From an optimization exercise on the open Yosys and OpenROAD flow, aimed at small area, a short achievable clock period and few clock cycles; shortcuts taken in it are not production practice.
Where RTL was checked, it was by simulation tests only, not by an equivalence proof against the original.
Only the layout flow was run in runs 3 to 6; the RTL was not checked for function there.
No activity file was given, so power comes from the tool's default toggle rates.

$ cat flow/config.mk
export PLATFORM = sky130hd
export DESIGN_NAME = dma_top
export DESIGN_NICKNAME = dma_top
export VERILOG_FILES = /design/flow/design.v
export SDC_FILE = /design/flow/constraint.sdc
export NUM_CORES = 4
export LEC_CHECK = 0
export CAP_MARGIN = 20
export CORE_MARGIN = 2
export CORE_UTILIZATION = 50
export SETUP_SLACK_MARGIN = 3.0
export SLEW_MARGIN = 20
$ cat flow/constraint.sdc
create_clock -name core_clock -period 6.0 [get_ports {CLK}]
set_input_delay 1.2000 -clock core_clock [delete_from_list [all_inputs] [get_ports {CLK}]]
set_output_delay 1.2000 -clock core_clock [all_outputs]
set_load 0.01 [all_outputs]
$ cat flow/design.v
package dma_pkg;
    localparam int DATA_W     = 32;
    localparam int PADDR_W    = 32;
    localparam int WORD_AW    = 16;           
    localparam int BE_W       = DATA_W / 8;
    localparam int SIZE_W     = 16;
    localparam int FIFO_DEPTH = 4;
    localparam int FIFO_LVL_W = 3;            
    localparam int BANK_BIT   = 20;           
    localparam logic [PADDR_W-1:0] REG_SRC  = 32'h0000_0000;
    localparam logic [PADDR_W-1:0] REG_DST  = 32'h0000_0004;
    localparam logic [PADDR_W-1:0] REG_SIZE = 32'h0000_0008;
    localparam logic [PADDR_W-1:0] REG_MODE = 32'h0000_000c;
    localparam logic [PADDR_W-1:0] REG_INT  = 32'h0000_0010;
    localparam logic [BE_W-1:0] BE_ALL  = '1;
    localparam logic [BE_W-1:0] BE_NONE = '0;
    typedef union packed {
        logic [DATA_W-1:0] raw;
        struct packed {
            logic [DATA_W-BANK_BIT-2:0] unused_hi;     
            logic                       bank;
            logic [1:0]                 unused_lo;     
            logic [WORD_AW-1:0]         word;
            logic [1:0]                 offset;
        } f;
    } dma_addr_u;
endpackage
`timescale 1ns/10ps
module dma_top (
    input  logic                        CLK,
    input  logic                        RSTN,
    output logic                        INTR,
    input  logic                        PSEL,
    input  logic                        PENABLE,
    output logic                        PREADY,
    input  logic                        PWRITE,
    input  logic [dma_pkg::PADDR_W-1:0] PADDR,
    input  logic [dma_pkg::DATA_W-1:0]  PWDATA,
    output logic [dma_pkg::DATA_W-1:0]  PRDATA,
    output logic                        mem0_en,
    output logic [dma_pkg::BE_W-1:0]    mem0_we,
    output logic [dma_pkg::WORD_AW-1:0] mem0_addr,
    output logic [dma_pkg::DATA_W-1:0]  mem0_wdata,
    input  logic [dma_pkg::DATA_W-1:0]  mem0_rdata,
    output logic                        mem1_en,
    output logic [dma_pkg::BE_W-1:0]    mem1_we,
    output logic [dma_pkg::WORD_AW-1:0] mem1_addr,
    output logic [dma_pkg::DATA_W-1:0]  mem1_wdata,
    input  logic [dma_pkg::DATA_W-1:0]  mem1_rdata
);
    logic [31:0] src;
    logic [31:0] dst;
    logic [15:0] size;
    logic        busy;           
    logic        int_done;       
    logic [4:0]  sel_q;          
    logic        wr_q;           
    logic        start_q;        
    logic        setup;
    logic        start;
    logic        wen_src, wen_dst, wen_size, wen_int;
    logic        last_wr;        
    assign PREADY = 1'b1;
    assign setup  = PSEL & ~PENABLE;
    always_ff @(posedge CLK or negedge RSTN) begin
        if (!RSTN) begin
            sel_q   <= '0;
            start_q <= 1'b0;
        end else begin
            sel_q[0] <= setup && PADDR == dma_pkg::REG_SRC;
            sel_q[1] <= setup && PADDR == dma_pkg::REG_DST;
            sel_q[2] <= setup && PADDR == dma_pkg::REG_SIZE;
            sel_q[3] <= setup && PADDR == dma_pkg::REG_MODE;
            sel_q[4] <= setup && PADDR == dma_pkg::REG_INT;
            start_q  <= n_start_q;
        end
    end
    always_ff @(posedge CLK)
        wr_q <= PWRITE;
    assign start    = start_q & ~busy;
    assign wen_src  = sel_q[0] & wr_q & ~busy;
    assign wen_dst  = sel_q[1] & wr_q & ~busy;
    assign wen_size = sel_q[2] & wr_q & ~busy;
    assign wen_int  = sel_q[4] & wr_q & PWDATA[0];
    logic [31:0] src_q, dst_q;
    logic [15:0] size_q;
    logic        v_src, v_dst, v_size;
    always_ff @(posedge CLK) begin
        if (wen_src)  src_q  <= PWDATA;
        if (wen_dst)  dst_q  <= PWDATA;
        if (wen_size) size_q <= PWDATA[15:0];
    end
    assign src  = src_q & {32{v_src}};
    assign dst  = dst_q & {32{v_dst}};
    assign size = size_q & {16{v_size}};
    always_ff @(posedge CLK or negedge RSTN) begin
        if (!RSTN) begin
            v_src    <= 1'b0;
            v_dst    <= 1'b0;
            v_size   <= 1'b0;
            int_done <= 1'b0;
            INTR     <= 1'b0;
        end else begin
            if (wen_src)  v_src  <= 1'b1;
            if (wen_dst)  v_dst  <= 1'b1;
            if (wen_size) v_size <= 1'b1;
            if (wen_int)
                int_done <= 1'b0;
            INTR <= last_wr | (start & size == '0);
            if (last_wr | (start & size == '0))     
                int_done <= 1'b1;
        end
    end
    assign PRDATA = ({32{sel_q[0] & v_src}} & src_q)
                  | ({32{sel_q[1] & v_dst}} & dst_q)
                  | {16'd0, {16{sel_q[2] & v_size}} & size_q}
                  | {31'd0, sel_q[3] & busy}
                  | {31'd0, sel_q[4] & int_done};
    logic        sb, db, same;   
    logic [1:0]  so, dof;
    logic        s;              
    logic [1:0]  c;              
    logic [1:0]  end_off;
    logic [3:0]  first_be, last_be;
    logic        one_word;       
    assign sb       = src[dma_pkg::BANK_BIT];
    assign db       = dst[dma_pkg::BANK_BIT];
    assign same     = sb == db;
    assign so       = src[1:0];
    assign dof      = dst[1:0];
    assign s        = dof < so;
    assign c        = 2'((4'(dof) + 4'(size[1:0]) + 4'd3) >> 2);
    assign end_off  = dof + size[1:0];
    assign first_be = 4'hf << dof;
    assign last_be  = (end_off == 2'd0) ? 4'hf : ~(4'hf << end_off);
    assign one_word = (size[15:2] == 14'd0 && c == 2'd1) || (size[15:2] == 14'd1 && c == 2'd0);
    logic        reload;         
    logic        iss;            
    logic        infl;           
    logic        ready;          
    logic        skip;           
    logic        last;           
    logic [1:0]  d;              
    logic [3:0]  be;             
    logic        asel0, asel1;   
    logic [15:0] rd_addr;
    logic [15:0] wr_addr;
    logic [13:0] q;              
    logic [1:0]  ext;
    logic [31:0] W;              
    logic [23:0] C;              
    logic [31:0] rdata;
    logic [31:0] rot;
    logic        wr_now, rem2;
    logic        n_busy, n_ready, n_reload, n_skip, n_start_q, n_wr_now, n_iss;
    assign wr_now  = busy & ready;
    assign last_wr = wr_now & last;
    assign rem2 = (q == 14'd2 && ext == 2'd0) || (q == 14'd1 && ext == 2'd1)
               || (q == 14'd0 && ext == 2'd2);
    assign n_busy    = (busy & ~last_wr) | (start & size != '0);
    assign n_reload  = wen_src | wen_dst | last_wr;
    assign n_ready   = ~reload & ((infl & ~skip) | (ready & ~wr_now));
    assign n_skip    = reload ? s : (skip & ~infl);
    assign n_start_q = setup && PWRITE && PADDR == dma_pkg::REG_MODE && PWDATA == 32'd1;
    assign n_wr_now  = n_busy & n_ready;
    assign n_iss     = ~n_reload & ~(same & n_wr_now)
                     & (n_busy | n_start_q | (~n_ready & ~(iss & ~n_skip)));
    assign rdata = sb ? mem0_rdata : mem1_rdata;
    always_comb begin
        case (d)     
            2'd0: rot = rdata;
            2'd1: rot = {rdata[23:0], rdata[31:24]};
            2'd2: rot = {rdata[15:0], rdata[31:16]};
            default: rot = {rdata[7:0], rdata[31:8]};
        endcase
    end
    always_ff @(posedge CLK or negedge RSTN) begin
        if (!RSTN) begin
            busy   <= 1'b0;
            reload <= 1'b1;
            iss    <= 1'b0;
        end else begin
            busy   <= n_busy;
            reload <= n_reload;
            iss    <= n_iss;
        end
    end
    always_ff @(posedge CLK) begin
        d     <= dof - so;
        infl  <= iss;
        ready <= n_ready;
        skip  <= n_skip;
        asel0 <= db & (~sb | n_wr_now);
        asel1 <= ~db & (sb | n_wr_now);
        if (infl) begin
            W[31:24] <= rot[31:24];
            for (int b = 0; b < 3; b++)
                W[8*b +: 8] <= (b < d) ? C[8*b +: 8] : rot[8*b +: 8];
            C <= rot[23:0];
        end
        rd_addr <= reload ? src[17:2] : rd_addr + 16'(iss);
        wr_addr <= start ? dst[17:2] : wr_addr + 16'(wr_now);
        q       <= start ? size[15:2] : q - 14'(wr_now & ext == 2'd0);
        if (start) begin
            ext     <= c;
            last    <= one_word;
            be      <= first_be & (one_word ? last_be : 4'hf);
        end else if (wr_now) begin
            if (ext != 2'd0)
                ext <= ext - 1'b1;
            last <= rem2;
            be   <= rem2 ? last_be : 4'hf;
        end
    end
    logic wr0, wr1, rd0, rd1;
    assign wr0 = db & wr_now;
    assign wr1 = ~db & wr_now;
    assign rd0 = sb & iss;
    assign rd1 = ~sb & iss;
    assign mem0_en    = wr0 | rd0;
    assign mem1_en    = wr1 | rd1;
    assign mem0_we    = wr0 ? be : 4'd0;
    assign mem1_we    = wr1 ? be : 4'd0;
    assign mem0_addr  = asel0 ? wr_addr : rd_addr;
    assign mem1_addr  = asel1 ? wr_addr : rd_addr;
    assign mem0_wdata = W;
    assign mem1_wdata = W;
endmodule
$ cat flow/flow/run.sh
#!/bin/bash
# Standard ORFS layout (standard.sh) with changes to port buffers and CTS.
set -euo pipefail
export BUFFER_PORTS_ARGS="-buffer_cell sky130_fd_sc_hd__buf_1"
export CTS_ARGS="-sink_clustering_enable -repair_clock_nets -dont_use_dummy_load -buf_list {sky130_fd_sc_hd__clkbuf_4 sky130_fd_sc_hd__clkbuf_8} -sink_clustering_size 14 -sink_clustering_max_diameter 100"
bash standard.sh > standard_make.log 2>&1
$ cat flow/standard.sh
#!/bin/bash
# synth_recipe.tcl (not shown) runs the flow's synth.tcl, then flattens the netlist and writes it again
# the make line also repeats each setting of config.mk as NAME=value (left out here)
make -C /OpenROAD-flow-scripts/flow DESIGN_CONFIG=/design/flow/config.mk WORK_HOME=/design/flow/orfs CLKGATE_MAP_FILE= SYNTH_SCRIPT=/design/flow/synth_recipe.tcl "${@:-finish}"
==> out/results.ini, run 1 <==
[synth]
yosysSeqAreaShare_pct = 54.8
synth_seq_cells = 211
yosysWarningCount = 1
async_flop_share_pct = 6.64
synth_cells = 945
yosysTopAreaCell = edfxtp_1
yosysUniqueCellTypes = 59
synth_ff_type = edfxtp_1
ys_top_cells_by_area = edfxtp_1 41%, dfxtp_1 10%, mux2_2 5.5%
yosys.area.top_type_share_pct = 41.1
syn_area_sq_um = 10500
synth_edf_count = 143
avgSynthCellArea_sq_um = 11.1

[route]
drtPass1Iterations = 5
routed-via-count = 7925
drt-vias-per-instance = 5.49
wire_per_inst_um = 18.6
drt_iter0_markers = 517
drc = 0
wl_um = 26800
antenna_left = 0

[grt]
grt_max_degree = 57
antenna_found_initial = 0
grt_pass1_vias = 7477
grt_pass1_wl_um = 40900
track_usage_pct = 23.7
overflow = 0

[power_and_ir_drop]
swShare_pct = 21.0
switching_power_uw = 499
pwr-share-comb_pct = 3.8
p_per_area_nw_per_um2 = 199
internal-power_uw = 1870
p_seq_share_pct = 65.2
leakage_uw = 0.00445
total_power_uw = 2370
power.clock.fraction_pct = 30.9
vdd_drop_max_v = 0.000183

[layout]
final_common_cell = buf_1
nets = 1327
multi_input_area_sq_um = 4260
fin_area_sq_um = 11900
fin_util_pct = 58.6
drive_gt1_share_pct = 12.0
nFillCells = 1797
synthToLayoutAreaGrowth_pct = 14.1
diodes = 0
regArea_sq_um = 5740
final_cell_mix = 260 x buf_1, 143 x edfxtp_1, 118 x nand2_1

[cts]
clk_latency_ns = 0.52
h-tree-depth = 1
path_clk_slew_ns = 0.10
clockBufferDepth = 3
cts_tree = built
clockRootBuffer = clkbuf_8
cts_sinks = 211
cts_made_buffers = 19

[placement]
gp_routability_congestion = 0.847
placed_area_sq_um = 11400
dp_hpwl_um = 18700
port_buffers = 271

[floorplanning]
coreArea_sq_um = 20400
num_rows = 52
start_util_pct = 51.3
die_area_sq_um = 22100
die_w_um = 149
die_h_um = 149
ioPinCount = 273

[sta]
rsz0062_at_grt = true
fmax_ghz = 0.335
slew_viol_final = 0
setup_viol = 0
relSlewSlack_pct = 33.9
worst_pin_slew_ns = 0.990
period_share_pct = 49.8
period_needed_ns = 2.99
fin_setup_tns_ns = 0
fin_skew_ns = 0.0591
hold_viol = 0

[hold_path]
hold_path_depth = 2
whs_endpoint = rd_addr[3]
hold_class = reg2reg
worstHoldStart = src_q[5]

[setup_path]
end_kind = primary output
path_cells = and2_4 -> buf_12 -> a22oi_2 -> nand2_1 -> clkbuf_2
rr_worst_depth = 11
crit_type = reg2out
cp_max_fo = 13
rrSetupSlack_ns = 3.11
cp.required_ns = 4.80
max_stage_delay_ns = 0.52
timing.rr.end = be[1]
cp_slowest_cell = dfrtp_4
cp-start-kind = flip-flop
arrival_ns = 1.79
rr_startpoint = v_dst

[outcome]
status = no timing/DRC/antenna violations

[run]
cap_violations = 0

-- power groups by stage --
stage	Clock, uW	Combinational (uW)	Sequential, uW
5_1_grt	803	103	1550
2_1_floorplan	0	38.4	1580
4_1_cts	758	91.6	1550
3_5_place_dp	0	90.7	1580
3_3_place_gp	0	89.6	1580
6_report	734	91.3	1550
-- per-layer routing --
| layer | vias up | track usage [%] | routed length (um) |
|---|---|---|---|
| li1 | 3847 | - | - |
| met1 | 3690 | 35.7 | 12400 |
| met2 | 341 | 35.9 | 11600 |
| met3 | 47 | 4.48 | 2170 |
| met4 | 0 | 5.19 | 624 |
| met5 | - | 0 | 0 |
-- timing repair --
item,in CTS,in global routing
gates resized for setup,20,26
gates cloned,1,1
pin swaps,2,2
setup buffers,8,4
hold buffers,0,0
endpoints found under the setup margin,76,45
-- through the flow --
step	hold slack (ns)	std cells	setup WS (ns)
final	0.488	1444	3.01
after global routing	0.520	1444	2.92
after CTS	0.486	1439	2.97
after detailed placement	0.469	1411	2.64
after global placement	0.462	1411	2.74
after floorplan	0.413	945	3.12
-- worst max-delay path, delay by kind of cell, from the launching register on --
kind | cells | cell delay (ns)
flops | 1 | 0.52
buf+inv | 2 | 0.30
simple gates | 2 | 0.27
compound gates | 1 | 0.18
-- cell usage after synthesis, drive strengths merged, types with 2 or more instances --
cell,instances
o2111ai,2
nand3,33
a21oi,58
mux2i,42
o21ai,60
clkbuf,33
or2,2
a211oi,12
nor4b,3
edfxtp,143
dfrtp,13
xor2,13
a22o,16
ha,17
mux2,54
nor3,9
nor4,23
nand4,7
and3,13
a32oi,2
a22oi,17
and4,2
and2,18
nor3b,2
dfxtp,54
buf,49
nor2b,3
inv,28
nand2,121
a21o,8
nand2b,9
xnor2,29
nor2,37
-- registers in the layout, indices dropped and copies added (netlist names), 4 cells and up --
name / cells
C: 24
W: 32
be: 4
dst_q: 32
q: 14
rd_addr: 16
sel_q: 5
size_q: 16
src_q: 32
wr_addr: 16
-- area by class of cell --
| type | count | share of cell area [%] |
|---|---|---|
| multi-input combinational | 625 | 35.7 |
| tap | 270 | 2.83 |
| inverter | 28 | 0.881 |
| timing repair buffer | 291 | 10.2 |
| clock buffer | 19 | 2.19 |
| sequential | 211 | 48.1 |
-- how the worst max path moves through the flow --
| stage | slack, ns | from | to |
|---|---|---|---|
| after detailed placement | 2.64 | v_dst | be[1] |
| after floorplan | 3.12 | v_size | be[1] |
| after CTS | 2.97 | v_dst | PRDATA[0] |
| after global placement | 2.74 | v_dst | be[1] |
| after global routing | 2.92 | v_dst | PRDATA[0] |
| final | 3.01 | v_dst | PRDATA[0] |
-- logic make-up (layout without fill, tap and decap cells) --
kind of cell	Yosys count	after routing	synth area share, %
and+or+nand+nor	284	285	13.2
DFF	211	211	54.8
AOI/OAI and AO/OA	182	182	10.5
buffers and inverters	110	338	5.38
muxes	97	97	10.3
xor gates and xnor gates	42	42	3.52
adders and majority gates	18	18	2.23
other	1	1	0.0359
Testbench counts, summed over its fixed seeds: cycles 17,162.
==> inputs of run 2 (changes only) <==
==> flow/flow/run.sh (replaced) <==
#!/bin/bash
# Standard ORFS layout (standard.sh) with changes to port buffers and CTS.
set -euo pipefail
export BUFFER_PORTS_ARGS="-buffer_cell sky130_fd_sc_hd__buf_1"
export CTS_ARGS="-sink_clustering_enable -repair_clock_nets -dont_use_dummy_load -buf_list {sky130_fd_sc_hd__clkbuf_8 sky130_fd_sc_hd__clkbuf_16} -sink_clustering_size 25 -sink_clustering_max_diameter 150"
bash standard.sh > standard_make.log 2>&1
==> run 2 against run 1 <==
Via count down 1.1%; sequential share of layout area grew 0.13 points; global-route usage down 0.25 points; cell area down 0.27%; combinational power hardly changed; maximum frequency up 2.0%; sequential power about the same; highest routed layer unchanged.
==> out/results.ini, run 2 <==
[setup_path]
max_stage_delay_ns = 0.52  ; about the same
cp_max_fo = 26  ; was 13
cp-start-kind = flip-flop  ; unchanged
arrival_ns = 1.73  ; was 1.79 ns
cp.required_ns = 4.80  ; about the same
crit_type = reg2out  ; unchanged
end_kind = primary output  ; unchanged
path_cells = and2_4 -> buf_12 -> a22oi_2 -> nand2_1 -> clkbuf_2  ; unchanged
cp_slowest_cell = dfrtp_4  ; unchanged

[route]
drt-vias-per-instance = 5.46  ; was 5.49
drc = 0  ; unchanged
wl_met3_um = 1890  ; was 2170 um
drt_iter0_markers = 454  ; was 517
wl_um = 26400  ; was 26800 um
antenna_left = 0  ; unchanged
routed-via-count = 7836  ; was 7925
topRoutingLayerUsed = met4  ; unchanged
drtPass1Iterations = 5  ; unchanged
met1_length_um = 12500  ; was 12400 um
wire_per_inst_um = 18.4  ; was 18.6 um
met2_length_um = 11600  ; about the same

[grt]
overflow = 0  ; unchanged
grt_pass1_wl_um = 40400  ; was 40900 um
grt_max_degree = 57  ; unchanged
track_usage_pct = 23.5  ; was 23.7%
grt_pass1_vias = 7365  ; was 7477
antenna_found_initial = 0  ; unchanged

[cts]
path_clk_slew_ns = 0.10  ; about the same
clockBufferDepth = 3  ; unchanged
clockRootBuffer = clkbuf_16  ; was clkbuf_8
clk_latency_ns = 0.47  ; was 0.52 ns
cts_made_buffers = 12  ; was 19
cts_sinks = 211  ; unchanged
hold_buffers = 0  ; unchanged
h-tree-depth = 1  ; unchanged
cts_tree = built  ; unchanged

[synth]
yosysWarningCount = 1  ; unchanged
synth_seq_cells = 211  ; unchanged
ys_top_cells_by_area = edfxtp_1 41%, dfxtp_1 10%, mux2_2 5.5%  ; unchanged
yosys.area.top_type_share_pct = 41.1  ; unchanged
avgSynthCellArea_sq_um = 11.1  ; unchanged
async_flop_share_pct = 6.64  ; unchanged
syn_area_sq_um = 10500  ; unchanged
synth_edf_count = 143  ; unchanged
yosysUniqueCellTypes = 59  ; unchanged
yosysTopAreaCell = edfxtp_1  ; unchanged
synth_ff_type = edfxtp_1  ; unchanged
synth.most_common_cell = edfxtp_1  ; unchanged
yosysSeqAreaShare_pct = 54.8  ; unchanged
synth_cells = 945  ; unchanged
synth_commonest_cells = 143 x edfxtp_1, 120 x nand2_1, 58 x a21oi_1, 54 x dfxtp_1, 51 x mux2_2  ; unchanged

[placement]
pre_cts_ws_ns = 2.64  ; unchanged
dp_hpwl_um = 18700  ; unchanged
gp_routability_congestion = 0.847  ; unchanged
port_buffers = 271  ; unchanged

[sta]
slew_viol_final = 0  ; unchanged
fin_setup_tns_ns = 0  ; unchanged
worst_pin_slew_ns = 0.995  ; was 0.990 ns
relSlewSlack_pct = 33.6  ; was 33.9%
fin_skew_ns = 0.0455  ; was 0.0591 ns
rsz0062_at_grt = true  ; unchanged
fmax_ghz = 0.341  ; was 0.335 GHz
setup_viol = 0  ; unchanged
period_needed_ns = 2.93  ; was 2.99 ns
layout_setup_ws_ns = 3.07  ; was 3.01 ns
hold_viol = 0  ; unchanged
period_share_pct = 48.9  ; was 49.8%

[floorplanning]
num_rows = 52  ; unchanged
die_h_um = 149  ; unchanged
coreArea_sq_um = 20400  ; unchanged
ioPinCount = 273  ; unchanged
die_w_um = 149  ; unchanged
start_util_pct = 51.3  ; unchanged
die_area_sq_um = 22100  ; unchanged

[power_and_ir_drop]
pwr-share-comb_pct = 3.8  ; about the same
swShare_pct = 19.9  ; was 21.0%
switching_power_uw = 484  ; was 499 uW
p_seq_share_pct = 63.6  ; was 65.2%
vdd_drop_max_v = 0.000205  ; was 0.000183 V
p_per_area_nw_per_um2 = 205  ; was 199 nW/um^2
power.clock.fraction_pct = 32.6  ; was 30.9%
internal-power_uw = 1950  ; was 1870 uW
leakage_uw = 0.00440  ; was 0.00445 uW

[layout]
top_regs = W x32, dst_q x32, src_q x32  ; unchanged
final_cell_mix = 270 x buf_1, 143 x edfxtp_1, 118 x nand2_1  ; was 260 x buf_1, 143 x edfxtp_1, 118 x nand2_1
synthToLayoutAreaGrowth_pct = 13.8  ; was 14.1%
final_common_cell = buf_1  ; unchanged
drive_gt1_share_pct = 10.1  ; was 12.0%
diodes = 0  ; unchanged
nets = 1318  ; was 1327
fin_util_pct = 58.4  ; was 58.6%

[outcome]
status = no timing/DRC/antenna violations  ; unchanged

[hold_path]
hold_class = reg2reg  ; unchanged

[run]
cap_violations = 0  ; unchanged

[run 2: cell types whose count changed in the layout (fill, tap and decap cells not counted)]
cell       previous run  this run
clkbuf_8             19         0
buf_6                 0         1
nand2_4               2         1
nand2_2               1         2
and2_4                3         2
and2_1               15        16
buf_1               260       270
buf_4                17        16
clkbuf_2             11         1
a22oi_1              10        13
buf_8                 1         0
clkbuf_16             1        12
a22oi_2               7         4
[run 2: kinds of logic (layout without fill, tap and decap cells)]
kind of cell	Yosys count	after routing	synth area share (%)
simple gates	284	285	13.2
flops	211	211	54.8
compound gates	182	182	10.5
buf+inv	110	329	5.38
mux	97	97	10.3
xor+xnor	42	42	3.52
fa+ha+maj	18	18	2.23
other cells	1	1	0.0359
[run 2: power by group through the flow]
stage               Sequential (uW)  Clock (uW)  Combinational [uW]
finish                         1550         794                91.4
CTS                            1550         822                91.6
detailed placement             1580           0                90.7
floorplan                      1580           0                38.4
global route                   1550         865                 103
global placement               1580           0                89.6
[run 2: path summary, 6_finish.rpt]
| path | start | end | cells past startpoint | slack, ns |
|---|---|---|---|---|
| worst max-delay path | v_dst | PRDATA[0] | 5 | 3.07 |
| worst min-delay path | src_q[5] | rd_addr[3] | 2 | 0.50 |
| worst max register to register | v_dst | be[1] | 11 | 3.13 |
| worst min register to register | src_q[5] | rd_addr[3] | 2 | 0.50 |
| max in group asynchronous | RSTN | v_dst | 1 | 4.55 |
| min in group asynchronous | RSTN | start_q | 1 | 0.82 |
[run 2: what timing repair did]
action / CTS / global route
pin swaps: 0 / 2
gates resized for setup: 17 / 12
setup buffers: 7 / 4
gates cloned: 0 / 1
setup endpoints to repair: 76 / 28
hold endpoints to repair: 0 / 0
[run 2: metrics by stage]
| step | hold slack, ns | cell area (sq um) | std cells | total power [uW] |
|---|---|---|---|---|
| 6_report | 0.501 | 11900 | 1435 | 2430 |
| 5_1_grt | 0.524 | 11900 | 1435 | 2520 |
| 4_1_cts | 0.496 | 11800 | 1430 | 2460 |
| 3_5_place_dp | 0.469 | 11400 | 1411 | 1670 |
| 3_3_place_gp | 0.462 | 11400 | 1411 | 1670 |
| 2_1_floorplan | 0.413 | 10500 | 945 | 1620 |
[run 2: final cells by class]
cell class | instances | area [sq um]
fillers | 1809 | 8470
flip-flops and latches | 211 | 5740
multi-input cells | 625 | 4240
repair buffers | 289 | 1170
well taps | 270 | 338
clock buffers | 12 | 300
inverters | 28 | 105
[run 2: critical path, delay by kind of cell, from the launching register on]
kind / cells / cell delay (ns)
compound gates: 1 / 0.19
buf+inv: 2 / 0.30
flops: 1 / 0.52
simple gates: 2 / 0.25
[run 2: layer usage]
metal | GRT usage, % | vias to the layer above
li1 | - | 3833
met1 | 35.6 | 3665
met2 | 36.0 | 314
met3 | 3.68 | 24
met4 | 4.71 | 0
met5 | 0 | -
==> inputs of run 3 (changes only) <==
--- a/flow/design.v
+++ b/flow/design.v
@@ -64,22 +64,23 @@
     assign setup  = PSEL & ~PENABLE;
-    always_ff @(posedge CLK or negedge RSTN) begin
-        if (!RSTN) begin
-            sel_q   <= '0;
-            start_q <= 1'b0;
-        end else begin
-            sel_q[0] <= setup && PADDR == dma_pkg::REG_SRC;
-            sel_q[1] <= setup && PADDR == dma_pkg::REG_DST;
-            sel_q[2] <= setup && PADDR == dma_pkg::REG_SIZE;
-            sel_q[3] <= setup && PADDR == dma_pkg::REG_MODE;
-            sel_q[4] <= setup && PADDR == dma_pkg::REG_INT;
-            start_q  <= n_start_q;
-        end
-    end
-    always_ff @(posedge CLK)
-        wr_q <= PWRITE;
-    assign start    = start_q & ~busy;
-    assign wen_src  = sel_q[0] & wr_q & ~busy;
-    assign wen_dst  = sel_q[1] & wr_q & ~busy;
-    assign wen_size = sel_q[2] & wr_q & ~busy;
-    assign wen_int  = sel_q[4] & wr_q & PWDATA[0];
+    logic armed;
+    always_ff @(posedge CLK or negedge RSTN) begin
+        if (!RSTN)
+            armed <= 1'b0;
+        else
+            armed <= 1'b1;
+    end
+    always_ff @(posedge CLK) begin
+        sel_q[0] <= setup && PADDR == dma_pkg::REG_SRC;
+        sel_q[1] <= setup && PADDR == dma_pkg::REG_DST;
+        sel_q[2] <= setup && PADDR == dma_pkg::REG_SIZE;
+        sel_q[3] <= setup && PADDR == dma_pkg::REG_MODE;
+        sel_q[4] <= setup && PADDR == dma_pkg::REG_INT;
+        start_q  <= n_start_q;
+        wr_q     <= PWRITE;
+    end
+    assign start    = start_q & armed & ~busy;
+    assign wen_src  = sel_q[0] & wr_q & armed & ~busy;
+    assign wen_dst  = sel_q[1] & wr_q & armed & ~busy;
+    assign wen_size = sel_q[2] & wr_q & armed & ~busy;
+    assign wen_int  = sel_q[4] & wr_q & armed & PWDATA[0];
     logic [31:0] src_q, dst_q;
@@ -125,2 +126,3 @@
     logic        one_word;       
+    logic        one_word_q;
     assign sb       = src[dma_pkg::BANK_BIT];
@@ -188,3 +190,4 @@
     always_ff @(posedge CLK) begin
-        d     <= dof - so;
+        d          <= dof - so;
+        one_word_q <= one_word;
         infl  <= iss;
@@ -205,4 +208,4 @@
             ext     <= c;
-            last    <= one_word;
-            be      <= first_be & (one_word ? last_be : 4'hf);
+            last    <= one_word_q;
+            be      <= first_be & (one_word_q ? last_be : 4'hf);
         end else if (wr_now) begin
@@ -215,6 +218,15 @@
     logic wr0, wr1, rd0, rd1;
-    assign wr0 = db & wr_now;
-    assign wr1 = ~db & wr_now;
-    assign rd0 = sb & iss;
-    assign rd1 = ~sb & iss;
+    always_ff @(posedge CLK or negedge RSTN) begin
+        if (!RSTN) begin
+            wr0 <= 1'b0;
+            wr1 <= 1'b0;
+        end else begin
+            wr0 <= db & n_wr_now;
+            wr1 <= ~db & n_wr_now;
+        end
+    end
+    always_ff @(posedge CLK) begin
+        rd0 <= sb & n_iss;
+        rd1 <= ~sb & n_iss;
+    end
     assign mem0_en    = wr0 | rd0;
==> run 3 against run 2 <==
Synthesized cell count up 1.7%; utilization down 1.1 points; synthesized area up 0.95%; still clean on timing, DRC and antenna; clock skew up 0.0017 ns; global-route usage down 0.63 points; via count up 0.59%; largest cell class unchanged; register-to-register slack better by 0.24 ns; non-clock buffer count unchanged; combinational power up 0.9%; cell area up 0.73%; highest routed layer unchanged; worst setup slack better by 0.0044 ns.
==> out/results.ini, run 3 <==
[synth]
synth_seq_cells = 217  ; was 211
avgSynthCellArea_sq_um = 11.0  ; was 11.1 sq um
synth_commonest_cells = 150 x nand2_1, 143 x edfxtp_1, 88 x o21ai_0, 63 x dfxtp_1, 48 x mux2_2  ; was 143 x edfxtp_1, 120 x nand2_1, 58 x a21oi_1, 54 x dfxtp_1, 51 x mux2_2
ys_top_cells_by_area = edfxtp_1 41%, dfxtp_1 12%, nand2_1 5.3%  ; was edfxtp_1 41%, dfxtp_1 10%, mux2_2 5.5%
synth_cells = 961  ; was 945
async_flop_share_pct = 5.07  ; was 6.64%
synth_ff_type = edfxtp_1  ; unchanged
yosysUniqueCellTypes = 51  ; was 59
yosysSeqAreaShare_pct = 55.3  ; was 54.8%
yosys.area.top_type_share_pct = 40.7  ; was 41.1%
yosysTopAreaCell = edfxtp_1  ; unchanged
synth_edf_count = 143  ; unchanged
yosysWarningCount = 1  ; unchanged
synth.most_common_cell = nand2_1  ; was edfxtp_1
syn_area_sq_um = 10500  ; about the same

[cts]
clockRootBuffer = clkbuf_16  ; unchanged
hold_buffers = 0  ; unchanged
clockBufferDepth = 3  ; unchanged
h-tree-depth = 1  ; unchanged
cts_sinks = 217  ; was 211
cts_made_buffers = 12  ; unchanged
clk_latency_ns = 0.48  ; was 0.47 ns
cts_tree = built  ; unchanged
path_clk_slew_ns = 0.10  ; about the same

[run]
cap_violations = 0  ; unchanged

[setup_path]
end_kind = primary output  ; unchanged
endpoint = PRDATA[16]  ; was PRDATA[0]
rrSetupSlack_ns = 3.37  ; was 3.13 ns
cp_max_fo = 22  ; was 26
cp-start-kind = flip-flop  ; unchanged
rr_startpoint = d[1]  ; was v_dst
arrival_ns = 1.73  ; about the same
cp.required_ns = 4.80  ; about the same
rr_worst_depth = 4  ; was 11
crit_type = reg2out  ; unchanged
timing.rr.end = W[6]  ; was be[1]
cp-startpoint = v_dst  ; unchanged

[layout]
multi_input_area_sq_um = 4160  ; was 4240 sq um
nets = 1335  ; was 1318
fin_area_sq_um = 12000  ; was 11900 sq um
layoutNonFillerInstCount = 1457  ; was 1435
final_common_cell = buf_1  ; unchanged
nFillCells = 1842  ; was 1809
final_cell_mix = 271 x buf_1, 149 x nand2_1, 143 x edfxtp_1  ; was 270 x buf_1, 143 x edfxtp_1, 118 x nand2_1
synthToLayoutAreaGrowth_pct = 13.6  ; was 13.8%
drive_gt1_share_pct = 9.05  ; was 10.1%
regArea_sq_um = 5840  ; was 5740 sq um
top_regs = W x32, dst_q x32, src_q x32  ; unchanged
diodes = 0  ; unchanged

[placement]
gp_routability_congestion = 0.851  ; was 0.847
numPlacedInstances = 1435  ; was 1411
placed_area_sq_um = 11500  ; was 11400 sq um
port_buffers = 271  ; unchanged
dp_hpwl_um = 19400  ; was 18700 um

[power_and_ir_drop]
leakage_uw = 0.00450  ; was 0.00440 uW
vdd_drop_max_v = 0.000188  ; was 0.000205 V
total_power_uw = 2490  ; was 2430 uW
p_per_area_nw_per_um2 = 207  ; was 205 nW/um^2

[floorplanning]
die_h_um = 149  ; about the same
die_w_um = 149  ; about the same
num_rows = 53  ; was 52
die_area_sq_um = 22300  ; was 22100 sq um
start_util_pct = 50.5  ; was 51.3%
coreArea_sq_um = 20900  ; was 20400 sq um
ioPinCount = 273  ; unchanged

[route]
drt-vias-per-instance = 5.41  ; was 5.46
wl_um = 26100  ; was 26400 um
routed-via-count = 7882  ; was 7836
drt_iter0_markers = 414  ; was 454
drtPass1Iterations = 5  ; unchanged
wire_per_inst_um = 17.9  ; was 18.4 um
antenna_left = 0  ; unchanged
drc = 0  ; unchanged

[hold_path]
hold_class = reg2reg  ; unchanged

[sta]
period_share_pct = 48.8  ; was 48.9%
fmax_ghz = 0.342  ; was 0.341 GHz
fin_skew_ns = 0.0472  ; was 0.0455 ns
hold_viol = 0  ; unchanged
slew_viol_final = 0  ; unchanged
rsz0062_at_grt = true  ; unchanged
relSlewSlack_pct = 36.2  ; was 33.6%
fin_setup_tns_ns = 0  ; unchanged
period_needed_ns = 2.93  ; about the same
setup_viol = 0  ; unchanged
worst_pin_slew_ns = 0.956  ; was 0.995 ns

[grt]
overflow = 0  ; unchanged
grt_max_degree = 57  ; unchanged
grt_pass1_vias = 7226  ; was 7365
antenna_found_initial = 0  ; unchanged
grt_pass1_wl_um = 39400  ; was 40400 um
track_usage_pct = 22.8  ; was 23.5%

[outcome]
status = no timing/DRC/antenna violations  ; unchanged

## run 3: cell types whose count changed after synthesis, sizes merged, moves of 11 or more
| cell | delta |
|---|---|
| a211oi | -11 |
| a21oi | -40 |
| nand2 | +29 |
| nand3 | +13 |
| o21ai | +28 |
## run 3: final cells by class
cell class / count / share of cell area, %
Tap cell: 275 / 2.87
Sequential cell: 217 / 48.8
Clock buffer: 12 / 2.51
Inverter: 37 / 1.19
Multi-Input combinational cell: 627 / 34.7
Timing Repair Buffer: 289 / 9.92
## run 3: power by group
part | internal, uW | total (uW) | switching (uW) | leakage (uW)
Combinational | 40.4 | 92.2 | 51.8 | 0.00240
Sequential | 1590 | 1590 | 0.586 | 0.00195
Clock | 361 | 804 | 443 | 0.000148
## run 3: cells by family (layout without fill, tap and decap cells)
family                   after synthesis  count (layout)  share of synthesized area (%)
adder cells (fa/ha/maj)               18              18                           2.21
multiplexers                         100             100                           10.7
other                                  1               2                         0.0355
AND/OR/NAND/NOR                      313             313                           13.8
flip-flops                           217             217                           55.3
XOR/XNOR                              41              41                           3.40
buffers and inverters                118             338                           5.44
AO/OA/AOI/OAI                        153             153                           9.14
## run 3: per-layer routing
layer | GRT usage (%) | share of wire (%) | vias to the layer above
met5 | 0 | 0 | -
met3 | 2.97 | 6.6 | 27
li1 | - | - | 3842
met1 | 30.0 | 42 | 3714
met4 | 5.43 | 1.7 | 0
met2 | 40.3 | 50 | 299
## run 3: through the flow
stage,worst slack (ns),hold WS (ns),util [%]
after floorplan,3.49,0.373,-
final,3.07,0.466,57.4
after global routing,2.96,0.503,57.4
after global placement,2.73,0.464,55.3
after CTS,3.02,0.479,57.1
after detailed placement,2.65,0.467,55.3
## run 3: worst min-delay path by stage
stage,start,to,slack (ns),cells past startpoint
CTS,q[7],q[7],0.48,2
finish,iss,infl,0.47,0
global route,int_done,int_done,0.50,1
global placement,q[7],q[7],0.46,2
detailed placement,q[7],q[7],0.47,2
floorplan,iss,infl,0.37,0
## run 3: critical path, stage by stage (launching register included)
cell	delay [ns]
dfrtp_4	0.51
and2_4	0.20
buf_6	0.17
a22o_1	0.26
buf_1	0.13
## run 3: repair_timing
item                                    CTS  global route
pin swaps                                 1             1
gates resized for setup                  15             2
hold endpoints to repair                  0             0
endpoints found under the setup margin   60            17
buffers inserted                          5             4
==> inputs of run 4 (changes only) <==
--- a/flow/config.mk
+++ b/flow/config.mk
@@ -10,3 +10,3 @@
 export CORE_UTILIZATION = 50
-export SETUP_SLACK_MARGIN = 3.0
+export SETUP_SLACK_MARGIN = 3.4
 export SLEW_MARGIN = 20
==> run 4 against run 3 <==
Still clean; maximum frequency up 0.83%; wire length up 6.4%; clock power rose by 0.5%; hold slack better by 0.0053 ns; cell count is 1.3% higher; register-to-register slack better by 0.23 ns; sequential cell count is the same; global-route usage is 1.4 points higher; worst setup slack improved by 0.024 ns; via count grew 2.7%; sequential power barely moved; critical endpoint is now PRDATA[29]; highest routed layer unchanged.
==> out/results.ini, run 4 <==
[grt]
overflow = 0  ; unchanged
grt_pass1_wl_um = 41600  ; was 39400 um
grt_max_degree = 57  ; unchanged
antenna_found_initial = 0  ; unchanged
track_usage_pct = 24.2  ; was 22.8%
grt_pass1_vias = 7510  ; was 7226

[cts]
path_clk_slew_ns = 0.10  ; about the same
cts_made_buffers = 12  ; unchanged
cts_sinks = 217  ; unchanged
h-tree-depth = 1  ; unchanged
clockBufferDepth = 3  ; unchanged
hold_buffers = 0  ; unchanged
cts_tree = built  ; unchanged
clk_latency_ns = 0.48  ; about the same
clockRootBuffer = clkbuf_16  ; unchanged

[setup_path]
cp_max_fo = 11  ; was 22
end_kind = primary output  ; unchanged
cp_slowest_cell = dfrtp_4  ; unchanged
cp-start-kind = flip-flop  ; unchanged
path_cells = and2_4 -> buf_16 -> a22o_1 -> buf_2  ; was and2_4 -> buf_6 -> a22o_1 -> buf_1
crit_type = reg2out  ; unchanged
cp.required_ns = 4.80  ; about the same
max_stage_delay_ns = 0.49  ; was 0.51 ns
arrival_ns = 1.70  ; was 1.73 ns

[sta]
fin_skew_ns = 0.0391  ; was 0.0472 ns
setup_viol = 0  ; unchanged
relSlewSlack_pct = 33.1  ; was 36.2%
fmax_ghz = 0.344  ; was 0.342 GHz
period_needed_ns = 2.90  ; was 2.93 ns
period_share_pct = 48.4  ; was 48.8%
hold_viol = 0  ; unchanged
rsz0062_at_grt = true  ; unchanged
slew_viol_final = 0  ; unchanged
fin_setup_tns_ns = 0  ; unchanged
worst_pin_slew_ns = 1.00  ; was 0.956 ns

[layout]
diodes = 0  ; unchanged
fin_util_pct = 61.3  ; was 57.4%
drive_gt1_share_pct = 17.7  ; was 9.05%
synthToLayoutAreaGrowth_pct = 21.4  ; was 13.6%
final_cell_mix = 214 x buf_1, 146 x nand2_1, 143 x edfxtp_1  ; was 271 x buf_1, 149 x nand2_1, 143 x edfxtp_1
final_common_cell = buf_1  ; unchanged
nets = 1354  ; was 1335
nFillCells = 1749  ; was 1842
top_regs = W x32, dst_q x32, src_q x32  ; unchanged
fin_area_sq_um = 12800  ; was 12000 sq um

[power_and_ir_drop]
leakage_uw = 0.00496  ; was 0.00450 uW
vdd_drop_max_v = 0.000190  ; was 0.000188 V
p_per_area_nw_per_um2 = 194  ; was 207 nW/um^2

[synth]
yosysWarningCount = 1  ; unchanged
synth_commonest_cells = 150 x nand2_1, 143 x edfxtp_1, 88 x o21ai_0, 63 x dfxtp_1, 48 x mux2_2  ; unchanged
synth_cells = 961  ; unchanged
synth_seq_cells = 217  ; unchanged
synth.most_common_cell = nand2_1  ; unchanged
synth_ff_type = edfxtp_1  ; unchanged
yosysUniqueCellTypes = 51  ; unchanged
avgSynthCellArea_sq_um = 11.0  ; unchanged
yosysTopAreaCell = edfxtp_1  ; unchanged
yosys.area.top_type_share_pct = 40.7  ; unchanged
synth_edf_count = 143  ; unchanged
yosysSeqAreaShare_pct = 55.3  ; unchanged
async_flop_share_pct = 5.07  ; unchanged
ys_top_cells_by_area = edfxtp_1 41%, dfxtp_1 12%, nand2_1 5.3%  ; unchanged
syn_area_sq_um = 10500  ; unchanged

[route]
drc = 0  ; unchanged
wire_per_inst_um = 18.8  ; was 17.9 um
drt-vias-per-instance = 5.48  ; was 5.41
drt_iter0_markers = 420  ; was 414
routed-via-count = 8094  ; was 7882
wl_um = 27800  ; was 26100 um
drtPass1Iterations = 5  ; unchanged
antenna_left = 0  ; unchanged

[floorplanning]
start_util_pct = 50.5  ; unchanged
ioPinCount = 273  ; unchanged
die_h_um = 149  ; unchanged
die_w_um = 149  ; unchanged
die_area_sq_um = 22300  ; unchanged
num_rows = 53  ; unchanged
coreArea_sq_um = 20900  ; unchanged

[hold_path]
hold_class = reg2reg  ; unchanged

[placement]
dp_hpwl_um = 19400  ; unchanged
placed_area_sq_um = 11500  ; unchanged
gp_routability_congestion = 0.851  ; unchanged
port_buffers = 271  ; unchanged

[run]
cap_violations = 0  ; unchanged

[outcome]
status = no timing/DRC/antenna violations  ; unchanged

-- run 4: final timing paths --
| path | cells past startpoint | slack [ns] | to | startpoint |
|---|---|---|---|---|
| max | 4 | 3.10 | PRDATA[29] | v_dst |
| min | 0 | 0.47 | infl | iss |
| max reg2reg | 7 | 3.60 | C[18] | v_src |
| min reg2reg | 0 | 0.47 | infl | iss |
| max in group asynchronous | 1 | 4.72 | v_size | RSTN |
| min in group asynchronous | 1 | 0.75 | INTR | RSTN |
-- run 4: kinds of logic (layout without fill, tap and decap cells) --
logic type	Yosys count	count (layout)	synth area share (%)
adder cells (fa/ha/maj)	18	18	2.21
XOR/XNOR	41	41	3.40
buffers and inverters	118	356	5.44
AND/OR/NAND/NOR	313	314	13.8
multiplexers	100	100	10.7
AO/OA/AOI/OAI	153	153	9.14
other	1	2	0.0355
flip-flops	217	217	55.3
-- run 4: per-layer routing --
metal,share of wire (%),up-vias,track usage (%)
met5,0,-,0
met4,2.3,0,6.10
met3,6.5,40,3.39
met2,50,321,43.1
met1,41,3860,31.3
li1,-,3873,-
-- run 4: final cells by class --
class / instances / area, sq um / share of cell area, %
Clock buffer: 12 / 300 / 2.35
Sequential cell: 217 / 5850 / 45.7
Multi-Input combinational cell: 628 / 4400 / 34.3
Timing Repair Buffer: 306 / 1760 / 13.7
Timing Repair inverter: 1 / 5.00 / 0.0391
Inverter: 37 / 146 / 1.14
Tap cell: 275 / 344 / 2.69
-- run 4: critical path: cells and delay by family (launching register included) --
kind / cells / cell delay (ns)
AND/OR/NAND/NOR: 1 / 0.23
flip-flops: 1 / 0.49
AO/OA/AOI/OAI: 1 / 0.22
buffers and inverters: 2 / 0.30
-- run 4: power breakdown --
| group | internal [uW] | total [uW] | switching, uW |
|---|---|---|---|
| logic | 41.1 | 93.8 | 52.7 |
| registers | 1590 | 1590 | 0.613 |
| clock network | 361 | 808 | 447 |
-- run 4: stage by stage --
stage	power [uW]	hold WS, ns	setup slack (ns)	std cells
3_3_place_gp	1710	0.464	2.73	1435
5_1_grt	2570	0.503	3.05	1476
2_1_floorplan	1660	0.373	3.49	962
4_1_cts	2510	0.479	3.08	1473
6_report	2490	0.471	3.10	1476
3_5_place_dp	1720	0.467	2.65	1435
-- run 4: timing repair --
action | 4_1_cts | 5_1_grt
resized for setup | 139 | 60
setup buffers | 20 | 1
hold endpoints to repair | 0 | 0
endpoints found under the setup margin | 69 | 71
cloned | 6 | 1
pin swaps | 16 | 21
==> inputs of run 5 (changes only) <==
--- a/flow/config.mk
+++ b/flow/config.mk
@@ -10,3 +10,3 @@
 export CORE_UTILIZATION = 50
-export SETUP_SLACK_MARGIN = 3.4
+export SETUP_SLACK_MARGIN = 3.8
 export SLEW_MARGIN = 20
==> run 5 against run 4 <==
Die area stayed put; register-to-register slack better by 0.03 ns; wire length shrank 1.5%; still clean; clock-buffer cell count stayed put; synthesized cell count unchanged; critical path depth is 1 lower; global-route usage decreased by 0.45 points; sequential power about the same; cell count rose by 1.0%; utilization rose by 2.9 points.
==> out/results.ini, run 5 <==
[synth]
syn_area_sq_um = 10500  ; unchanged
synth-compound-area-share_pct = 9.14  ; unchanged
synth.most_common_cell = nand2_1  ; unchanged
yosys.area_share.adder_pct = 2.21  ; unchanged
synth_commonest_cells = 150 x nand2_1, 143 x edfxtp_1, 88 x o21ai_0, 63 x dfxtp_1, 48 x mux2_2  ; unchanged
yosysUniqueCellTypes = 51  ; unchanged
synth_top_family_by_area = simple AND/OR/NAND/NOR gates  ; unchanged
yosysWarningCount = 1  ; unchanged
avgSynthCellArea_sq_um = 11.0  ; unchanged
yosysSeqAreaShare_pct = 55.3  ; unchanged
yosysTopAreaCell = edfxtp_1  ; unchanged
ys_top_cells_by_area = edfxtp_1 41%, dfxtp_1 12%, nand2_1 5.3%  ; unchanged
yosys.area.top_type_share_pct = 40.7  ; unchanged
synth_xor_area_share_pct = 3.40  ; unchanged
async_flop_share_pct = 5.07  ; unchanged
synth_ff_type = edfxtp_1  ; unchanged
yosys.area_share.simple_pct = 13.8  ; unchanged
synth_seq_cells = 217  ; unchanged
synth_edf_count = 143  ; unchanged
synth_cells = 961  ; unchanged
synth.mux.area_fraction_pct = 10.7  ; unchanged

[layout]
diodes = 0  ; unchanged
final_cell_mix = 152 x buf_1, 143 x edfxtp_1, 142 x nand2_1  ; was 214 x buf_1, 146 x nand2_1, 143 x edfxtp_1
fin_area_sq_um = 13400  ; was 12800 sq um
synthToLayoutAreaGrowth_pct = 27.0  ; was 21.4%
final_common_cell = buf_1  ; unchanged
nFillCells = 1750  ; was 1749
top_regs = W x32, dst_q x32, src_q x32  ; unchanged
nets = 1369  ; was 1354
layoutNonFillerInstCount = 1491  ; was 1476
drive_gt1_share_pct = 28.2  ; was 17.7%

[power_and_ir_drop]
p_seq_share_pct = 63.5  ; was 63.8%
swShare_pct = 20.3  ; was 20.1%
switching_power_uw = 508  ; was 501 uW
leakage_uw = 0.00524  ; was 0.00496 uW
pwr-share-comb_pct = 3.9  ; was 3.8%
vdd_drop_max_v = 0.000153  ; was 0.000190 V
internal-power_uw = 1990  ; about the same
power.clock.fraction_pct = 32.6  ; was 32.5%
p_per_area_nw_per_um2 = 187  ; was 194 nW/um^2

[sta]
relSlewSlack_pct = 45.2  ; was 33.1%
fin_skew_ns = 0.0224  ; was 0.0391 ns
fin_setup_tns_ns = 0  ; unchanged
hold-worst-slack_ns = 0.488  ; was 0.471 ns
layout_setup_ws_ns = 3.17  ; was 3.10 ns
period_share_pct = 47.1  ; was 48.4%
rsz0062_at_grt = true  ; unchanged
period_needed_ns = 2.83  ; was 2.90 ns
hold_viol = 0  ; unchanged
slew_viol_final = 0  ; unchanged
setup_viol = 0  ; unchanged
fmax_ghz = 0.354  ; was 0.344 GHz
worst_pin_slew_ns = 0.821  ; was 1.00 ns

[route]
routed-via-count = 8124  ; was 8094
drc = 0  ; unchanged
wire_per_inst_um = 18.4  ; was 18.8 um
drt-vias-per-instance = 5.45  ; was 5.48
drtPass1Iterations = 5  ; unchanged
antenna_left = 0  ; unchanged
drt_iter0_markers = 475  ; was 420
wl_um = 27400  ; was 27800 um

[floorplanning]
start_util_pct = 50.5  ; unchanged
coreArea_sq_um = 20900  ; unchanged
die_area_sq_um = 22300  ; unchanged
ioPinCount = 273  ; unchanged
die_w_um = 149  ; unchanged
num_rows = 53  ; unchanged
die_h_um = 149  ; unchanged

[placement]
placed_area_sq_um = 11700  ; was 11500 sq um
gp_routability_congestion = 0.849  ; was 0.851
pre_cts_ws_ns = 2.52  ; was 2.65 ns
port_buffers = 271  ; unchanged
dp_hpwl_um = 18700  ; was 19400 um
numPlacedInstances = 1435  ; unchanged

[cts]
cts_made_buffers = 12  ; unchanged
clockRootBuffer = clkbuf_16  ; unchanged
cts_tree = built  ; unchanged
clk_latency_ns = 0.47  ; was 0.48 ns
clockBufferDepth = 3  ; unchanged
path_clk_slew_ns = 0.10  ; about the same
cts_sinks = 217  ; unchanged
h-tree-depth = 1  ; unchanged
hold_buffers = 0  ; unchanged

[grt]
antenna_found_initial = 0  ; unchanged
grt_pass1_wl_um = 41000  ; was 41600 um
grt_pass1_vias = 7508  ; was 7510
track_usage_pct = 23.8  ; was 24.2%
grt_max_degree = 57  ; unchanged
overflow = 0  ; unchanged

[outcome]
status = no timing/DRC/antenna violations  ; unchanged

[setup_path]
max_stage_delay_ns = 0.53  ; was 0.49 ns
cp.required_ns = 4.80  ; about the same
rr_startpoint = size_q[14]  ; was v_src
cp_num_buf_inv = 1  ; was 2
cp_max_fo = 7  ; was 11
timing.rr.end = rd1  ; was C[18]
rrSetupSlack_ns = 3.63  ; was 3.60 ns
end_kind = primary output  ; unchanged
crit_type = reg2out  ; unchanged
cp-start-kind = flip-flop  ; unchanged
path_cells = and2_2 -> a22o_1 -> buf_1  ; was and2_4 -> buf_16 -> a22o_1 -> buf_2
arrival_ns = 1.63  ; was 1.70 ns
rr_worst_depth = 7  ; unchanged
crit_family = flip-flops  ; unchanged
cp_slowest_cell = dfrtp_4  ; unchanged

[hold_path]
whs_endpoint = q[7]  ; was infl
worstHoldStart = q[7]  ; was iss
hold_path_depth = 2  ; was 0
hold_class = reg2reg  ; unchanged

[run]
cap_violations = 0  ; unchanged

==> run 5: cell counts after synthesis <==
Identical to the previous run, type by type.
==> run 5: metal layers <==
layer / part of all wire [%] / wire (um) / global-route usage [%] / vias up
met5: 0 / 0 / 0 / -
met3: 5.4 / 1490 / 2.75 / 44
met1: 43 / 11700 / 33.1 / 3894
li1: - / - / - / 3908
met4: 2.4 / 655 / 5.62 / 0
met2: 49 / 13500 / 40.1 / 278
==> run 5: worst max-delay path by stage <==
stage,start,to,depth (start not counted)
6_report,v_dst,PRDATA[20],3
3_3_place_gp,v_dst,PRDATA[0],4
5_1_grt,v_dst,PRDATA[0],4
4_1_cts,v_dst,PRDATA[0],4
2_1_floorplan,v_src,PRDATA[10],6
3_5_place_dp,v_dst,PRDATA[0],4
==> run 5: cell families (layout without fill, tap and decap cells) <==
group	after synthesis	in the layout
other	1	2
muxes	100	100
adders and majority gates	18	18
and+or+nand+nor	313	315
xor gates and xnor gates	41	41
DFF	217	217
buffers and inverters	118	370
AOI/OAI and AO/OA	153	153
==> run 5: worst min-delay path, cell delays in order, from the launching register on <==
cell and delay [ns]:
dfxtp_1 0.32, nand2_1 0.05, a31oi_1 0.07
==> run 5: per-stage QoR <==
stage          total power, uW  utilization [%]
5_1_grt                   2580             64.2
3_3_place_gp              1710             56.0
3_5_place_dp              1720             56.0
2_1_floorplan             1660                -
4_1_cts                   2520             61.3
6_report                  2500             64.2
==> run 5: cell type report <==
class,count,area [sq um],share of cell area [%]
sequential,217,5850,43.6
tap,275,344,2.57
multi-input combinational,629,4780,35.6
timing repair buffer,319,1970,14.7
clock buffer,12,300,2.24
timing repair inverter,2,12.5,0.0934
inverter,37,146,1.09
==> run 5: power by group through the flow <==
stage	Clock [uW]	Sequential [uW]	Combinational, uW
5_1_grt	878	1590	111
4_1_cts	831	1590	96.1
3_3_place_gp	0	1620	91.4
3_5_place_dp	0	1620	92.4
2_1_floorplan	0	1620	38.8
6_report	814	1590	98.4
==> run 5: timing repair <==
action                     CTS  global route
pin swaps                   20            16
gates cloned                 6             2
gates resized for setup    156           164
setup endpoints to repair  190           207
buffers inserted            23            13
==> inputs of run 6 (changes only) <==
==> flow/flow/run.sh (replaced) <==
#!/bin/bash
# Standard ORFS layout (standard.sh) with changes to port buffers and CTS.
set -euo pipefail
export BUFFER_PORTS_ARGS="-buffer_cell sky130_fd_sc_hd__buf_1"
export CTS_ARGS="-sink_clustering_enable -repair_clock_nets -dont_use_dummy_load -buf_list {sky130_fd_sc_hd__clkbuf_4 sky130_fd_sc_hd__clkbuf_8} -sink_clustering_size 16 -sink_clustering_max_diameter 150"
bash standard.sh > standard_make.log 2>&1
--- a/flow/config.mk
+++ b/flow/config.mk
@@ -10,3 +10,3 @@
 export CORE_UTILIZATION = 50
-export SETUP_SLACK_MARGIN = 3.8
+export SETUP_SLACK_MARGIN = 3.0
 export SLEW_MARGIN = 20
==> run 6 against run 5 <==
Synthesized area unchanged; combinational power fell by 6.1%; largest power group unchanged; worst setup slack got worse by 0.10 ns; register-to-register slack worse by 0.28 ns; utilization decreased by 6.8 points; via count shrank 2.2%; die area unchanged; cell count is 1.8% lower; cell area fell by 11%; critical path depth is 1 higher; clock skew is 0.0090 ns higher.
==> out/results.ini, run 6 <==
[outcome]
status = no timing/DRC/antenna violations  ; unchanged

[route]
antenna_left = 0  ; unchanged
drt_iter0_markers = 408  ; was 475
drt-vias-per-instance = 5.43  ; was 5.45
wire_per_inst_um = 18.2  ; was 18.4 um
drtPass1Iterations = 6  ; was 5
routed-via-count = 7949  ; was 8124
wl_um = 26700  ; was 27400 um
drc = 0  ; unchanged

[power_and_ir_drop]
vdd_drop_max_v = 0.000157  ; was 0.000153 V
total_power_uw = 2400  ; was 2500 uW
p_per_area_nw_per_um2 = 200  ; was 187 nW/um^2
leakage_uw = 0.00451  ; was 0.00524 uW

[layout]
nFillCells = 1842  ; was 1750
synthToLayoutAreaGrowth_pct = 13.5  ; was 27.0%
regArea_sq_um = 5840  ; was 5850 sq um
fin_area_sq_um = 12000  ; was 13400 sq um
final_cell_mix = 267 x buf_1, 148 x nand2_1, 143 x edfxtp_1  ; was 152 x buf_1, 143 x edfxtp_1, 142 x nand2_1
diodes = 0  ; unchanged
final_common_cell = buf_1  ; unchanged
multi_input_area_sq_um = 4170  ; was 4780 sq um
nets = 1342  ; was 1369
drive_gt1_share_pct = 10.2  ; was 28.2%
top_regs = W x32, dst_q x32, src_q x32  ; unchanged

[floorplanning]
ioPinCount = 273  ; unchanged
start_util_pct = 50.5  ; unchanged
coreArea_sq_um = 20900  ; unchanged
die_area_sq_um = 22300  ; unchanged
die_h_um = 149  ; unchanged
num_rows = 53  ; unchanged
die_w_um = 149  ; unchanged

[setup_path]
cp.required_ns = 4.80  ; about the same
end_kind = primary output  ; unchanged
arrival_ns = 1.73  ; was 1.63 ns
rrSetupSlack_ns = 3.35  ; was 3.63 ns
cp_max_fo = 22  ; was 7
cp-start-kind = flip-flop  ; unchanged
crit_type = reg2out  ; unchanged

[sta]
hold_viol = 0  ; unchanged
rsz0062_at_grt = true  ; unchanged
setup_viol = 0  ; unchanged
fin_setup_tns_ns = 0  ; unchanged
relSlewSlack_pct = 36.6  ; was 45.2%
fmax_ghz = 0.341  ; was 0.354 GHz
fin_skew_ns = 0.0314  ; was 0.0224 ns
slew_viol_final = 0  ; unchanged
period_needed_ns = 2.93  ; was 2.83 ns
period_share_pct = 48.9  ; was 47.1%
worst_pin_slew_ns = 0.950  ; was 0.821 ns

[cts]
cts_tree = built  ; unchanged
h-tree-depth = 1  ; unchanged
clockRootBuffer = clkbuf_8  ; was clkbuf_16
cts_made_buffers = 17  ; was 12
clockBufferDepth = 3  ; unchanged
clk_latency_ns = 0.52  ; was 0.47 ns
path_clk_slew_ns = 0.10  ; about the same
cts_sinks = 217  ; unchanged

[placement]
port_buffers = 271  ; unchanged
placed_area_sq_um = 11500  ; was 11700 sq um
dp_hpwl_um = 19400  ; was 18700 um
gp_routability_congestion = 0.851  ; was 0.849

[synth]
synth_seq_cells = 217  ; unchanged
avgSynthCellArea_sq_um = 11.0  ; unchanged
ys_top_cells_by_area = edfxtp_1 41%, dfxtp_1 12%, nand2_1 5.3%  ; unchanged
yosys.area.top_type_share_pct = 40.7  ; unchanged
synth_cells = 961  ; unchanged
yosysSeqAreaShare_pct = 55.3  ; unchanged
synth.most_common_cell = nand2_1  ; unchanged
synth_commonest_cells = 150 x nand2_1, 143 x edfxtp_1, 88 x o21ai_0, 63 x dfxtp_1, 48 x mux2_2  ; unchanged
syn_area_sq_um = 10500  ; unchanged
yosysUniqueCellTypes = 51  ; unchanged
yosysTopAreaCell = edfxtp_1  ; unchanged
async_flop_share_pct = 5.07  ; unchanged
synth_ff_type = edfxtp_1  ; unchanged
yosysWarningCount = 1  ; unchanged
synth_edf_count = 143  ; unchanged

[run]
cap_violations = 0  ; unchanged

[grt]
grt_max_degree = 57  ; unchanged
antenna_found_initial = 0  ; unchanged
track_usage_pct = 23.1  ; was 23.8%
grt_pass1_vias = 7301  ; was 7508
overflow = 0  ; unchanged
grt_pass1_wl_um = 39800  ; was 41000 um

[hold_path]
hold_class = reg2reg  ; unchanged

-- run 6: per-stage QoR --
stage	std cells	util [%]	setup WS, ns	hold slack [ns]
2_1_floorplan	962	-	3.49	0.373
3_3_place_gp	1435	55.3	2.73	0.464
3_5_place_dp	1435	55.3	2.65	0.467
4_1_cts	1461	56.9	3.00	0.481
5_1_grt	1464	57.3	2.97	0.503
6_report	1464	57.3	3.07	0.474
-- run 6: layer usage --
layer	wire length [um]	track usage (%)	vias up
met1	11200	30.2	3758
met3	1850	3.24	28
met2	13100	40.8	320
met5	0	0	-
li1	-	-	3843
met4	448	5.33	0
-- run 6: logic make-up (layout without fill, tap and decap cells) --
| family | count (synthesis) | count (layout) | share of synthesized area (%) |
|---|---|---|---|
| simple gates | 313 | 313 | 13.8 |
| flops | 217 | 217 | 55.3 |
| compound gates | 153 | 153 | 9.14 |
| buf+inv | 118 | 345 | 5.44 |
| mux | 100 | 100 | 10.7 |
| xor+xnor | 41 | 41 | 3.40 |
| fa+ha+maj | 18 | 18 | 2.21 |
| other cells | 1 | 2 | 0.0355 |
-- run 6: critical path: stages, from the launching register on --
cell and delay [ns]:
dfrtp_4 0.50, and2_4 0.19, buf_12 0.15, a22o_1 0.23
buf_1 0.13
-- run 6: final cells by class --
cell class / instances / share of cell area (%)
inverters: 37 / 1.19
multi-input cells: 627 / 34.8
repair buffers: 291 / 10.3
well taps: 275 / 2.87
flip-flops and latches: 217 / 48.8
clock buffers: 17 / 1.95
-- run 6: what timing repair did --
item	CTS	global route
resized for setup	16	11
buffers inserted	9	1
gates cloned	0	1
pin swaps	3	3
endpoints found under the setup margin	60	24
hold buffers	0	0
-- run 6: worst paths after layout --
path	startpoint	to	depth (start not counted)
worst max-delay path	v_dst	PRDATA[27]	4
worst min-delay path	iss	infl	0
worst max register to register	d[1]	W[6]	4
worst min register to register	iss	infl	0
max in group asynchronous	RSTN	v_size	1
min in group asynchronous	RSTN	wr0	1
-- run 6: report_power, final --
group / switching (uW) / internal (uW)
Sequential: 0.626 / 1590
Combinational: 52.0 / 40.4
Clock: 458 / 257
Total: 510 / 1890

re-timing with driven ports:
The flow's constraints put no driver on any port. The routed layouts listed below were extracted and timed again, unchanged, in two steps.
Step 1 (the two cells are an assumption about what drives the block):
set clk [get_ports {CLK}]
set_driving_cell -lib_cell sky130_fd_sc_hd__clkbuf_16 $clk
set_driving_cell -lib_cell sky130_fd_sc_hd__buf_2 [delete_from_list [all_inputs] $clk]
Step 2, shift: input delay + t, output delay - t, t = (earliest + latest rising clock arrival at the registers) / 2. This alone moves slack from input paths to output paths.
Slacks: no drivers / after step 1 / after step 2; pairs: no drivers / after step 1.
| run | t, ns | slack for setup (ns) | clock arrival spread, ns | slew at the worst register clock pin (ns) |
|---|---|---|---|---|
| run 1 | 0.528 | 3.011 / 2.972 / 3.114 | 0.059 / 0.059 | 0.10 / 0.10 |
| run 2 | 0.492 | 3.068 / 3.022 / 3.132 | 0.047 / 0.047 | 0.10 / 0.10 |
| run 3 | 0.502 | 3.073 / 3.025 / 2.775 | 0.047 / 0.047 | 0.10 / 0.10 |
| run 4 | 0.506 | 3.097 / 3.050 / 3.084 | 0.039 / 0.040 | 0.10 / 0.10 |
| run 5 | 0.512 | 3.173 / 3.124 / 3.313 | 0.023 / 0.023 | 0.10 / 0.10 |
| run 6 | 0.543 | 3.069 / 3.029 / 2.810 | 0.031 / 0.032 | 0.11 / 0.11 |
After both steps every run listed still meets setup and hold. For run 3, which loses most, drivers alone change the setup slack by -0.048 ns; drivers and shift together by -0.298 ns.
